Context: an optimization exercise on an open-source flow, tuned for small area, a short achievable clock period and few clock cycles. The choices shown serve that exercise and are no tape-out recipe. In this exercise RTL edits were held to simulation tests only and were not proved equivalent to the original.

==> v24: inputs <==
==> flow/design.v <==
`default_nettype none
package ssp_pkg;
	localparam int DEF_MAX_NODES   = 32;
	localparam int DEF_MAX_EDGES   = 256;
	localparam int DEF_WEIGHT_BITS = 16;
	localparam int          DIST_W           = 24;
	localparam logic [23:0] DIST_MAX         = 24'hFFFFFF;
	localparam logic [5:0]  NODE_COUNT_RESET = 6'd32;
	localparam int          IDIST_W          = 21;
	localparam int          LANES            = 8;
	localparam logic [1:0] OP_LOAD  = 2'd0;
	localparam logic [1:0] OP_RUN   = 2'd1;
	localparam logic [1:0] OP_CLEAR = 2'd2;
	localparam int EDGE_W = 26;
endpackage
`default_nettype wire
`default_nettype none
import ssp_pkg::*;
module ssp_edge_store #(
	parameter int MAX_EDGES = ssp_pkg::DEF_MAX_EDGES,
	parameter int NLANES    = ssp_pkg::LANES,
	parameter int WORD_W    = ssp_pkg::EDGE_W
) (
	input  wire logic                          clk,
	input  wire logic                          arst_n,
	input  wire logic                          clear,
	input  wire logic                          ins,
	input  wire logic [WORD_W-1:0]             ins_word,
	output      logic                          slot_full,
	output      logic [NLANES-1:0][WORD_W-1:0] tap_word,
	output      logic [NLANES-1:0]             tap_valid,
	output      logic [NLANES-1:0][4:0]        pre_from,
	output      logic [NLANES-1:0]             pre_valid
);
	localparam int SPAN = MAX_EDGES / NLANES;
	logic [MAX_EDGES-1:0][WORD_W-1:0] word_q;
	logic [MAX_EDGES-1:0]             valid_q;
	always_ff @(posedge clk) begin
		word_q[0] <= ins ? ins_word : word_q[MAX_EDGES-1];
		for (int i = 1; i < MAX_EDGES; i++) begin
			word_q[i] <= word_q[i-1];
		end
	end
	always_ff @(posedge clk or negedge arst_n) begin
		if (!arst_n) begin
			valid_q <= '0;
		end else begin
			valid_q[0] <= ins || (valid_q[MAX_EDGES-1] && !clear);
			for (int i = 1; i < MAX_EDGES; i++) begin
				valid_q[i] <= valid_q[i-1] && !clear;
			end
		end
	end
	assign slot_full = valid_q[MAX_EDGES-1];
	for (genvar l = 0; l < NLANES; l++) begin : g_tap
		assign tap_word[l]  = word_q[l*SPAN + SPAN - 1];
		assign tap_valid[l] = valid_q[l*SPAN + SPAN - 1];
		assign pre_from[l]  = word_q[l*SPAN + SPAN - 2][WORD_W-1 -: 5];
		assign pre_valid[l] = valid_q[l*SPAN + SPAN - 2] && !clear;
	end
endmodule
`default_nettype wire
`default_nettype none
import ssp_pkg::*;
module single_source_shortest_path #(
	parameter int MAX_NODES   = ssp_pkg::DEF_MAX_NODES,
	parameter int MAX_EDGES   = ssp_pkg::DEF_MAX_EDGES,
	parameter int WEIGHT_BITS = ssp_pkg::DEF_WEIGHT_BITS
) (
	input  wire logic       clk,
	input  wire logic       arst_n,
	input  wire logic       start,
	output      logic       busy,
	input  wire logic [1:0]  cmd_operation,
	input  wire logic [4:0]  cmd_from_node,
	input  wire logic [4:0]  cmd_to_node,
	input  wire logic [15:0] cmd_edge_weight,
	output      logic [4:0]  result_node,
	output      logic [23:0] result_distance,
	output      logic [4:0]  result_predecessor,
	output      logic        result_reachable,
	output      logic        result_last,
	output      logic        result_strobe,
	input  wire logic       cfg_valid,
	output      logic       cfg_ready,
	input  wire logic [5:0] cfg_data
);
	localparam int NL     = ssp_pkg::LANES;
	localparam int SPAN   = MAX_EDGES / NL;
	localparam int DW     = ssp_pkg::IDIST_W;
	localparam int NODE_W = $clog2(MAX_NODES);
	localparam int CNT_W  = $clog2(MAX_NODES + 1);
	localparam int ECNT_W = $clog2(MAX_EDGES + 1);
	localparam int QCNT_W = $clog2(SPAN + 2);
	logic              accept;
	logic [1:0]        op_q;
	logic [NODE_W-1:0] from_q, to_q;
	logic [15:0]       w_q;
	logic              ld_q, clr_q, init_q;
	logic              rbusy_q;
	logic              ld_stall;
	logic              ins;
	logic              slot_full;
	logic [ECNT_W-1:0] ecnt_q;
	logic              efull;
	logic [5:0]        node_count_q;
	logic [CNT_W-1:0]  n_eff, n_q;
	assign efull    = ecnt_q[ECNT_W-1];
	assign ld_stall = ld_q && slot_full && !efull;
	assign busy     = rbusy_q || ld_stall;
	assign cfg_ready = !busy;
	assign accept   = start && !busy;
	assign ins      = ld_q && !slot_full && !efull;
	always_ff @(posedge clk) begin
		if (!busy) begin
			op_q   <= cmd_operation;
			from_q <= cmd_from_node;
			to_q   <= cmd_to_node;
			w_q    <= cmd_edge_weight;
		end
	end
	always_ff @(posedge clk or negedge arst_n) begin
		if (!arst_n) begin
			ld_q         <= 1'b0;
			clr_q        <= 1'b0;
			init_q       <= 1'b0;
			ecnt_q       <= '0;
			node_count_q <= NODE_COUNT_RESET;
		end else begin
			ld_q   <= accept ? (cmd_operation == OP_LOAD) : ld_stall;
			clr_q  <= accept && (cmd_operation == OP_CLEAR);
			init_q <= accept && (cmd_operation == OP_RUN);
			if (clr_q) begin
				ecnt_q <= '0;
			end else if (ins) begin
				ecnt_q <= ecnt_q + 1'b1;
			end
			if (cfg_valid && cfg_ready) begin
				node_count_q <= cfg_data;
			end
		end
	end
	always_comb begin
		if (node_count_q == '0) begin
			n_eff = CNT_W'(1);
		end else if (int'(node_count_q) > MAX_NODES) begin
			n_eff = CNT_W'(MAX_NODES);
		end else begin
			n_eff = CNT_W'(node_count_q);
		end
	end
	always_ff @(posedge clk) begin
		if (accept) begin
			n_q <= n_eff;
		end
	end
	logic [NL-1:0][EDGE_W-1:0] tap_word;
	logic [NL-1:0]             tap_valid;
	logic [NL-1:0][4:0]        pre_from;
	logic [NL-1:0]             pre_valid;
	ssp_edge_store #(
		.MAX_EDGES(MAX_EDGES),
		.NLANES   (NL),
		.WORD_W   (EDGE_W)
	) u_edges (
		.clk      (clk),
		.arst_n   (arst_n),
		.clear    (clr_q),
		.ins      (ins),
		.ins_word ({from_q, to_q, w_q}),
		.slot_full(slot_full),
		.tap_word (tap_word),
		.tap_valid(tap_valid),
		.pre_from (pre_from),
		.pre_valid(pre_valid)
	);
	logic [MAX_NODES-1:0][DW-1:0]     dist_q;
	logic [MAX_NODES-1:0][NODE_W-1:0] pred_q;
	logic [MAX_NODES-1:0]             reached_q;
	logic              run_q, emit_q;
	logic [QCNT_W-1:0] qcnt_q;
	logic              any_win;
	logic              done;
	logic [NODE_W-1:0] oidx_q;
	logic [MAX_NODES-1:0] ooh_q;
	logic [NL-1:0][MAX_NODES-1:0] foh_q, toh_q;
	logic [NL-1:0][DW-1:0]        cand_q, cand2_q;
	logic [NL-1:0][NODE_W-1:0]    lf_q, lt_q, lf2_q, lt2_q;
	logic [NL-1:0]                lok_q;
	logic [NL-1:0]                win, win_q;
	logic [MAX_NODES-1:0]         inuse;
	logic [MAX_NODES-1:0]         wrote_q;
	always_comb begin
		for (int j = 0; j < MAX_NODES; j++) begin
			inuse[j] = (CNT_W'(j) < n_q);
		end
	end
	for (genvar l = 0; l < NL; l++) begin : g_lane
		logic [NODE_W-1:0]    et;
		logic [15:0]          ew;
		logic [DW-1:0]        a, b;
		logic                 rf, rt, ok;
		logic [MAX_NODES-1:0] toh_d;
		assign et = tap_word[l][16 +: 5];
		assign ew = tap_word[l][15:0];
		always_comb begin
			a = '0;
			b = '0;
			for (int j = 0; j < MAX_NODES; j++) begin
				a = a | (dist_q[j] & {DW{foh_q[l][j]}});
				b = b | (dist_q[j] & {DW{toh_q[l][j]}});
			end
			rf = |(foh_q[l] & reached_q);
			rt = |(toh_q[l] & reached_q);
			ok = run_q && rf;
			toh_d = (MAX_NODES'(1) << et) & inuse & {MAX_NODES{ok}};
		end
		always_ff @(posedge clk) begin
			foh_q[l] <= pre_valid[l] ? (MAX_NODES'(1) << pre_from[l]) : '0;
		end
		always_ff @(posedge clk or negedge arst_n) begin
			if (!arst_n) begin
				lok_q[l] <= 1'b0;
			end else begin
				lok_q[l] <= ok && (CNT_W'(et) < n_q);
			end
		end
		always_ff @(posedge clk) begin
			cand_q[l] <= a + DW'(ew);
			lf_q[l]   <= tap_word[l][EDGE_W-1 -: 5];
			lt_q[l]   <= et;
			toh_q[l]  <= toh_d;
		end
		assign win[l] = lok_q[l] && (!rt || (cand_q[l] < b));
		always_ff @(posedge clk or negedge arst_n) begin
			if (!arst_n) begin
				win_q[l] <= 1'b0;
			end else if (l == 0 && init_q) begin
				win_q[l] <= (CNT_W'(from_q) < n_q);
			end else begin
				win_q[l] <= win[l];
			end
		end
		always_ff @(posedge clk) begin
			if (l == 0 && init_q) begin
				cand2_q[l] <= '0;
				lf2_q[l]   <= from_q;
				lt2_q[l]   <= from_q;
			end else begin
				cand2_q[l] <= cand_q[l];
				lf2_q[l]   <= lf_q[l];
				lt2_q[l]   <= lt_q[l];
			end
		end
	end
	assign any_win = |win_q;
	for (genvar j = 0; j < MAX_NODES; j++) begin : g_node
		logic [NL-1:0] hit, grant;
		logic [DW-1:0]     wd;
		logic [NODE_W-1:0] wp;
		always_comb begin
			for (int l = 0; l < NL; l++) begin
				hit[l] = win_q[l] && (int'(lt2_q[l]) == j) && !wrote_q[j];
			end
			grant = hit & ~(hit - 1'b1);
			wd = '0;
			wp = '0;
			for (int l = 0; l < NL; l++) begin
				wd = wd | (cand2_q[l] & {DW{grant[l]}});
				wp = wp | (lf2_q[l] & {NODE_W{grant[l]}});
			end
		end
		always_ff @(posedge clk) begin
			if (|hit) begin
				dist_q[j] <= wd;
				pred_q[j] <= wp;
			end
			if (init_q) begin
				reached_q[j] <= 1'b0;
				wrote_q[j]   <= 1'b0;
			end else begin
				if (|hit) begin
					reached_q[j] <= 1'b1;
				end
				wrote_q[j] <= |hit;
			end
		end
	end
	assign done = run_q && (qcnt_q == QCNT_W'(SPAN + 1)) && !any_win;
	always_ff @(posedge clk or negedge arst_n) begin
		if (!arst_n) begin
			rbusy_q <= 1'b0;
			run_q   <= 1'b0;
			emit_q  <= 1'b0;
		end else begin
			if (accept && cmd_operation == OP_RUN) begin
				rbusy_q <= 1'b1;
			end else if (result_strobe && result_last) begin
				rbusy_q <= 1'b0;
			end
			if (init_q) begin
				run_q <= 1'b1;
			end else if (done) begin
				run_q <= 1'b0;
			end
			if (done) begin
				emit_q <= (n_q != CNT_W'(1));
			end else if (emit_q && CNT_W'(oidx_q) == n_q - 1'b1) begin
				emit_q <= 1'b0;
			end
		end
	end
	always_ff @(posedge clk) begin
		if (init_q || any_win) begin
			qcnt_q <= '0;
		end else if (run_q) begin
			qcnt_q <= qcnt_q + 1'b1;
		end
		if (init_q) begin
			oidx_q <= '0;
			ooh_q  <= MAX_NODES'(1);
		end else if (done || emit_q) begin
			oidx_q <= oidx_q + 1'b1;
			ooh_q  <= ooh_q << 1;
		end
	end
	always_ff @(posedge clk or negedge arst_n) begin
		if (!arst_n) begin
			result_strobe <= 1'b0;
		end else begin
			result_strobe <= done || emit_q;
		end
	end
	logic [DW-1:0]     odist;
	logic [NODE_W-1:0] opred;
	logic              oreach;
	always_comb begin
		odist = '0;
		opred = '0;
		for (int j = 0; j < MAX_NODES; j++) begin
			odist = odist | (dist_q[j] & {DW{ooh_q[j]}});
			opred = opred | (pred_q[j] & {NODE_W{ooh_q[j]}});
		end
		oreach = |(ooh_q & reached_q);
	end
	always_ff @(posedge clk) begin
		result_node        <= oidx_q;
		result_last        <= (CNT_W'(oidx_q) == n_q - 1'b1);
		result_reachable   <= oreach;
		result_distance    <= oreach ? 24'(odist) : DIST_MAX;
		result_predecessor <= oreach ? opred : '0;
	end
endmodule
`default_nettype wire
==> flow/run.sh <==
#!/bin/bash
# synth_recipe.tcl (not shown) runs the flow's synth.tcl, then flattens the netlist and writes it again
# the make line also repeats each setting of config.mk as NAME=value (left out here)
make -C /OpenROAD-flow-scripts/flow DESIGN_CONFIG=/design/flow/config.mk WORK_HOME=/design/flow/orfs CLKGATE_MAP_FILE= SYNTH_SCRIPT=/design/flow/synth_recipe.tcl finish
==> flow/config.mk <==
export PLATFORM = sky130hd
export DESIGN_NAME = single_source_shortest_path
export DESIGN_NICKNAME = single_source_shortest_path
export VERILOG_FILES = /design/flow/design.v
export SDC_FILE = /design/flow/constraint.sdc
export NUM_CORES = 4
export LEC_CHECK = 0
export CAP_MARGIN = 20
export CORE_MARGIN = 2
export CORE_UTILIZATION = 35
export PLACE_DENSITY = 0.5
export SLEW_MARGIN = 20
export SYNTH_MEMORY_MAX_BITS = 16384
==> flow/constraint.sdc <==
create_clock -name core_clock -period 10.0 [get_ports {clk}]
set_input_delay 2.0000 -clock core_clock [delete_from_list [all_inputs] [get_ports {clk}]]
set_output_delay 2.0000 -clock core_clock [all_outputs]
set_load 0.01 [all_outputs]
==> v15: changes against v24 <==
--- a/flow/design.v
+++ b/flow/design.v
@@ -9,3 +9,3 @@
 	localparam int          IDIST_W          = 21;
-	localparam int          LANES            = 8;
+	localparam int          LANES            = 4;
 	localparam logic [1:0] OP_LOAD  = 2'd0;
@@ -21,3 +21,5 @@
 	parameter int NLANES    = ssp_pkg::LANES,
-	parameter int WORD_W    = ssp_pkg::EDGE_W
+	parameter int WORD_W    = ssp_pkg::EDGE_W,
+	localparam int AW       = $clog2(MAX_EDGES),
+	localparam int CW       = $clog2(MAX_EDGES + 1)
 ) (
@@ -28,5 +30,5 @@
 	input  wire logic [WORD_W-1:0]             ins_word,
-	output      logic                          slot_full,
+	output      logic                          can_ins,
+	output      logic                          full,
 	output      logic [NLANES-1:0][WORD_W-1:0] tap_word,
-	output      logic [NLANES-1:0]             tap_valid,
 	output      logic [NLANES-1:0][4:0]        pre_from,
@@ -36,3 +38,5 @@
 	logic [MAX_EDGES-1:0][WORD_W-1:0] word_q;
-	logic [MAX_EDGES-1:0]             valid_q;
+	logic [AW-1:0]                    rot_q, head_q, rel;
+	logic [CW-1:0]                    cnt_q, cnt_d;
+	logic                             can_ins_q;
 	always_ff @(posedge clk) begin
@@ -43,18 +47,35 @@
 	end
+	always_comb begin
+		if (clear) begin
+			cnt_d = '0;
+		end else if (ins) begin
+			cnt_d = cnt_q + 1'b1;
+		end else begin
+			cnt_d = cnt_q;
+		end
+	end
 	always_ff @(posedge clk or negedge arst_n) begin
 		if (!arst_n) begin
-			valid_q <= '0;
+			rot_q     <= '0;
+			head_q    <= '0;
+			cnt_q     <= '0;
+			can_ins_q <= 1'b1;
 		end else begin
-			valid_q[0] <= ins || (valid_q[MAX_EDGES-1] && !clear);
-			for (int i = 1; i < MAX_EDGES; i++) begin
-				valid_q[i] <= valid_q[i-1] && !clear;
-			end
+			rot_q <= rot_q + 1'b1;
+			cnt_q <= cnt_d;
+			if (ins && cnt_q == '0) begin
+				head_q <= rot_q + 1'b1;
+			end
+			can_ins_q <= (cnt_d == '0) || ins
+				|| (AW'(rot_q + AW'(2)) == AW'(head_q + cnt_q[AW-1:0]));
 		end
 	end
-	assign slot_full = valid_q[MAX_EDGES-1];
+	assign can_ins = can_ins_q;
+	assign full    = cnt_q[CW-1];
+	assign rel     = rot_q - head_q;
 	for (genvar l = 0; l < NLANES; l++) begin : g_tap
-		assign tap_word[l]  = word_q[l*SPAN + SPAN - 1];
-		assign tap_valid[l] = valid_q[l*SPAN + SPAN - 1];
-		assign pre_from[l]  = word_q[l*SPAN + SPAN - 2][WORD_W-1 -: 5];
-		assign pre_valid[l] = valid_q[l*SPAN + SPAN - 2] && !clear;
+		localparam int POS = l*SPAN + SPAN - 1;
+		assign tap_word[l]  = word_q[POS];
+		assign pre_from[l]  = word_q[POS-1][WORD_W-1 -: 5];
+		assign pre_valid[l] = (CW'(AW'(rel - AW'(POS - 1))) < cnt_q);
 	end
@@ -94,7 +115,6 @@
 	localparam int QCNT_W = $clog2(SPAN + 2);
-	logic              accept;
-	logic [1:0]        op_q;
+	logic              accept, run_go;
 	logic [NODE_W-1:0] from_q, to_q;
 	logic [15:0]       w_q;
-	logic              ld_q, clr_q, init_q;
+	logic              ld_q, clr_q;
 	logic              rbusy_q;
@@ -102,4 +122,3 @@
 	logic              ins;
-	logic              slot_full;
-	logic [ECNT_W-1:0] ecnt_q;
+	logic              can_ins;
 	logic              efull;
@@ -107,11 +126,10 @@
 	logic [CNT_W-1:0]  n_eff, n_q;
-	assign efull    = ecnt_q[ECNT_W-1];
-	assign ld_stall = ld_q && slot_full && !efull;
-	assign busy     = rbusy_q || ld_stall;
+	assign ld_stall  = ld_q && !can_ins && !efull;
+	assign busy      = rbusy_q || ld_stall;
 	assign cfg_ready = !busy;
-	assign accept   = start && !busy;
-	assign ins      = ld_q && !slot_full && !efull;
+	assign accept    = start && !busy;
+	assign run_go    = accept && (cmd_operation == OP_RUN);
+	assign ins       = ld_q && can_ins && !efull;
 	always_ff @(posedge clk) begin
 		if (!busy) begin
-			op_q   <= cmd_operation;
 			from_q <= cmd_from_node;
@@ -125,14 +143,6 @@
 			clr_q        <= 1'b0;
-			init_q       <= 1'b0;
-			ecnt_q       <= '0;
 			node_count_q <= NODE_COUNT_RESET;
 		end else begin
-			ld_q   <= accept ? (cmd_operation == OP_LOAD) : ld_stall;
-			clr_q  <= accept && (cmd_operation == OP_CLEAR);
-			init_q <= accept && (cmd_operation == OP_RUN);
-			if (clr_q) begin
-				ecnt_q <= '0;
-			end else if (ins) begin
-				ecnt_q <= ecnt_q + 1'b1;
-			end
+			ld_q  <= accept ? (cmd_operation == OP_LOAD) : ld_stall;
+			clr_q <= accept && (cmd_operation == OP_CLEAR);
 			if (cfg_valid && cfg_ready) begin
@@ -152,3 +162,3 @@
 	always_ff @(posedge clk) begin
-		if (accept) begin
+		if (run_go) begin
 			n_q <= n_eff;
@@ -157,3 +167,2 @@
 	logic [NL-1:0][EDGE_W-1:0] tap_word;
-	logic [NL-1:0]             tap_valid;
 	logic [NL-1:0][4:0]        pre_from;
@@ -170,5 +179,5 @@
 		.ins_word ({from_q, to_q, w_q}),
-		.slot_full(slot_full),
+		.can_ins  (can_ins),
+		.full     (efull),
 		.tap_word (tap_word),
-		.tap_valid(tap_valid),
 		.pre_from (pre_from),
@@ -184,17 +193,10 @@
 	logic [NODE_W-1:0] oidx_q;
-	logic [MAX_NODES-1:0] ooh_q;
-	logic [NL-1:0][MAX_NODES-1:0] foh_q, toh_q;
-	logic [NL-1:0][DW-1:0]        cand_q, cand2_q;
+	logic [NL-1:0]                vld_q;
+	logic [NL-1:0][DW-1:0]        cand_q, cand2_q, b_q;
 	logic [NL-1:0][NODE_W-1:0]    lf_q, lt_q, lf2_q, lt2_q;
-	logic [NL-1:0]                lok_q;
-	logic [NL-1:0]                win, win_q;
-	logic [MAX_NODES-1:0]         inuse;
+	logic [NL-1:0]                lok_q, lok2_q, rt_q;
+	logic [NL-1:0]                win;
 	logic [MAX_NODES-1:0]         wrote_q;
-	always_comb begin
-		for (int j = 0; j < MAX_NODES; j++) begin
-			inuse[j] = (CNT_W'(j) < n_q);
-		end
-	end
 	for (genvar l = 0; l < NL; l++) begin : g_lane
-		logic [NODE_W-1:0]    et;
+		logic [NODE_W-1:0]    ef, et;
 		logic [15:0]          ew;
@@ -202,19 +204,12 @@
 		logic                 rf, rt, ok;
-		logic [MAX_NODES-1:0] toh_d;
+		assign ef = tap_word[l][EDGE_W-1 -: 5];
 		assign et = tap_word[l][16 +: 5];
 		assign ew = tap_word[l][15:0];
-		always_comb begin
-			a = '0;
-			b = '0;
-			for (int j = 0; j < MAX_NODES; j++) begin
-				a = a | (dist_q[j] & {DW{foh_q[l][j]}});
-				b = b | (dist_q[j] & {DW{toh_q[l][j]}});
-			end
-			rf = |(foh_q[l] & reached_q);
-			rt = |(toh_q[l] & reached_q);
-			ok = run_q && rf;
-			toh_d = (MAX_NODES'(1) << et) & inuse & {MAX_NODES{ok}};
-		end
+		assign a  = dist_q[ef];
+		assign rf = reached_q[ef];
+		assign b  = dist_q[lt_q[l]];
+		assign rt = reached_q[lt_q[l]];
+		assign ok = run_q && vld_q[l] && rf;
 		always_ff @(posedge clk) begin
-			foh_q[l] <= pre_valid[l] ? (MAX_NODES'(1) << pre_from[l]) : '0;
+			vld_q[l] <= pre_valid[l];
 		end
@@ -231,12 +226,10 @@
 			lt_q[l]   <= et;
-			toh_q[l]  <= toh_d;
 		end
-		assign win[l] = lok_q[l] && (!rt || (cand_q[l] < b));
 		always_ff @(posedge clk or negedge arst_n) begin
 			if (!arst_n) begin
-				win_q[l] <= 1'b0;
-			end else if (l == 0 && init_q) begin
-				win_q[l] <= (CNT_W'(from_q) < n_q);
+				lok2_q[l] <= 1'b0;
+			end else if (l == 0 && run_go) begin
+				lok2_q[l] <= (CNT_W'(cmd_from_node) < n_eff);
 			end else begin
-				win_q[l] <= win[l];
+				lok2_q[l] <= lok_q[l];
 			end
@@ -244,6 +237,7 @@
 		always_ff @(posedge clk) begin
-			if (l == 0 && init_q) begin
+			if (l == 0 && run_go) begin
 				cand2_q[l] <= '0;
-				lf2_q[l]   <= from_q;
-				lt2_q[l]   <= from_q;
+				lf2_q[l]   <= cmd_from_node;
+				lt2_q[l]   <= cmd_from_node;
+				rt_q[l]    <= 1'b0;
 			end else begin
@@ -252,6 +246,9 @@
 				lt2_q[l]   <= lt_q[l];
+				rt_q[l]    <= rt;
 			end
+			b_q[l] <= b;
 		end
+		assign win[l] = lok2_q[l] && (!rt_q[l] || (cand2_q[l] < b_q[l]));
 	end
-	assign any_win = |win_q;
+	assign any_win = |win;
 	for (genvar j = 0; j < MAX_NODES; j++) begin : g_node
@@ -262,3 +259,3 @@
 			for (int l = 0; l < NL; l++) begin
-				hit[l] = win_q[l] && (int'(lt2_q[l]) == j) && !wrote_q[j];
+				hit[l] = win[l] && (int'(lt2_q[l]) == j) && !wrote_q[j];
 			end
@@ -277,3 +274,3 @@
 			end
-			if (init_q) begin
+			if (run_go) begin
 				reached_q[j] <= 1'b0;
@@ -295,3 +292,3 @@
 		end else begin
-			if (accept && cmd_operation == OP_RUN) begin
+			if (run_go) begin
 				rbusy_q <= 1'b1;
@@ -300,3 +297,3 @@
 			end
-			if (init_q) begin
+			if (run_go) begin
 				run_q <= 1'b1;
@@ -313,3 +310,3 @@
 	always_ff @(posedge clk) begin
-		if (init_q || any_win) begin
+		if (run_go || any_win) begin
 			qcnt_q <= '0;
@@ -318,8 +315,6 @@
 		end
-		if (init_q) begin
+		if (run_go) begin
 			oidx_q <= '0;
-			ooh_q  <= MAX_NODES'(1);
 		end else if (done || emit_q) begin
 			oidx_q <= oidx_q + 1'b1;
-			ooh_q  <= ooh_q << 1;
 		end
@@ -336,11 +331,5 @@
 	logic              oreach;
-	always_comb begin
-		odist = '0;
-		opred = '0;
-		for (int j = 0; j < MAX_NODES; j++) begin
-			odist = odist | (dist_q[j] & {DW{ooh_q[j]}});
-			opred = opred | (pred_q[j] & {NODE_W{ooh_q[j]}});
-		end
-		oreach = |(ooh_q & reached_q);
-	end
+	assign odist  = dist_q[oidx_q];
+	assign opred  = pred_q[oidx_q];
+	assign oreach = reached_q[oidx_q];
 	always_ff @(posedge clk) begin
- ABC_CLOCK_PERIOD_IN_PS: not set -> 5000
- CELL_PAD_IN_SITES_DETAIL_PLACEMENT: not set -> 1
- CELL_PAD_IN_SITES_GLOBAL_PLACEMENT: not set -> 2
- CORE_UTILIZATION: 35 -> 25
- CTS_BUF_LIST: not set -> sky130_fd_sc_hd__clkbuf_16
- CTS_CLUSTER_DIAMETER: not set -> 100
- CTS_CLUSTER_SIZE: not set -> 25
- PLACE_DENSITY: 0.5 -> 0.35
- SETUP_SLACK_MARGIN: not set -> 5
==> out/results.ini <==
[status]
run_status=timing/DRC/antenna clean

[synth]
netlist_area_mm2=0.2501
synth_top_family_by_area=multiplexers
synth-xor-area-share_pct=0.4307
synthCells=15178
synth_compound_area_share_pct=7.837
synth_area_leaders=dfxtp_1 (56%), mux4_2 (18%), edfxtp_1 (10%)
synth_commonest_cells=dfxtp_1 (7056), mux4_2 (1990), edfxtp_1 (864), clkbuf_1 (829), a221o_1 (795)
avgSynthCellArea_um2=16.48

[floorplan]
start_util_pct=25.07

[clock_network]
cts_inserted_buffers=449
cts_htree_levels=5

[end of results for v15]
==> out/results.ini <==
[synth]
synth-xor-area-share_pct=0.4200
synth_compound_area_share_pct=23.96
synthCells=29281
avgSynthCellArea_um2=10.82
synth_commonest_cells=dfxtp_1 (7675), a22oi_1 (5025), clkbuf_1 (3395), nand2_1 (1650), a221oi_1 (1540)

[floorplan]
start_util_pct=35.10

[status]
run_status=aborted with a tool error
firstError=[ERROR GRT-0116] Global routing finished with congestion. Check the congestion regions in the DRC Viewer.
stop_stage=global routing (5_1_grt)

[clock_network]
cts_inserted_buffers=862

[end of results for v24]
Testbench counts of v24, summed over its fixed seeds: cycles 17,372.
Testbench counts of v15, summed over its fixed seeds: cycles 27,418.

==> what the ideal ports hide <==
How much do the figures lean on ideal ports? The routed layout below was timed once more, with nothing changed but the port constraints. Step 1: set_driving_cell puts a clkbuf_16 on clk and a buf_2 on each other input, an assumption about the parent block. Step 2 adds t to the input delays and takes it off the output delays; t is the mean of the earliest and latest rising clock arrival at the registers after step 1. Input paths then give back, and output paths get back, about the clock's delay inside the block. Slacks: no drivers / after step 1 / after step 2; pairs: no drivers / after step 1.
run: v15
shift t [ns]: 1.245
setup WS [ns]: 4.759 / 4.759 / 4.685
hold WS [ns]: 0.261 / 0.261 / 0.261
slew at the worst register clock pin (ns): 0.11 / 0.11
After both steps setup and hold are still met in v15. For v15, drivers alone change the setup slack by 0.000 ns; drivers and shift together by -0.074 ns.
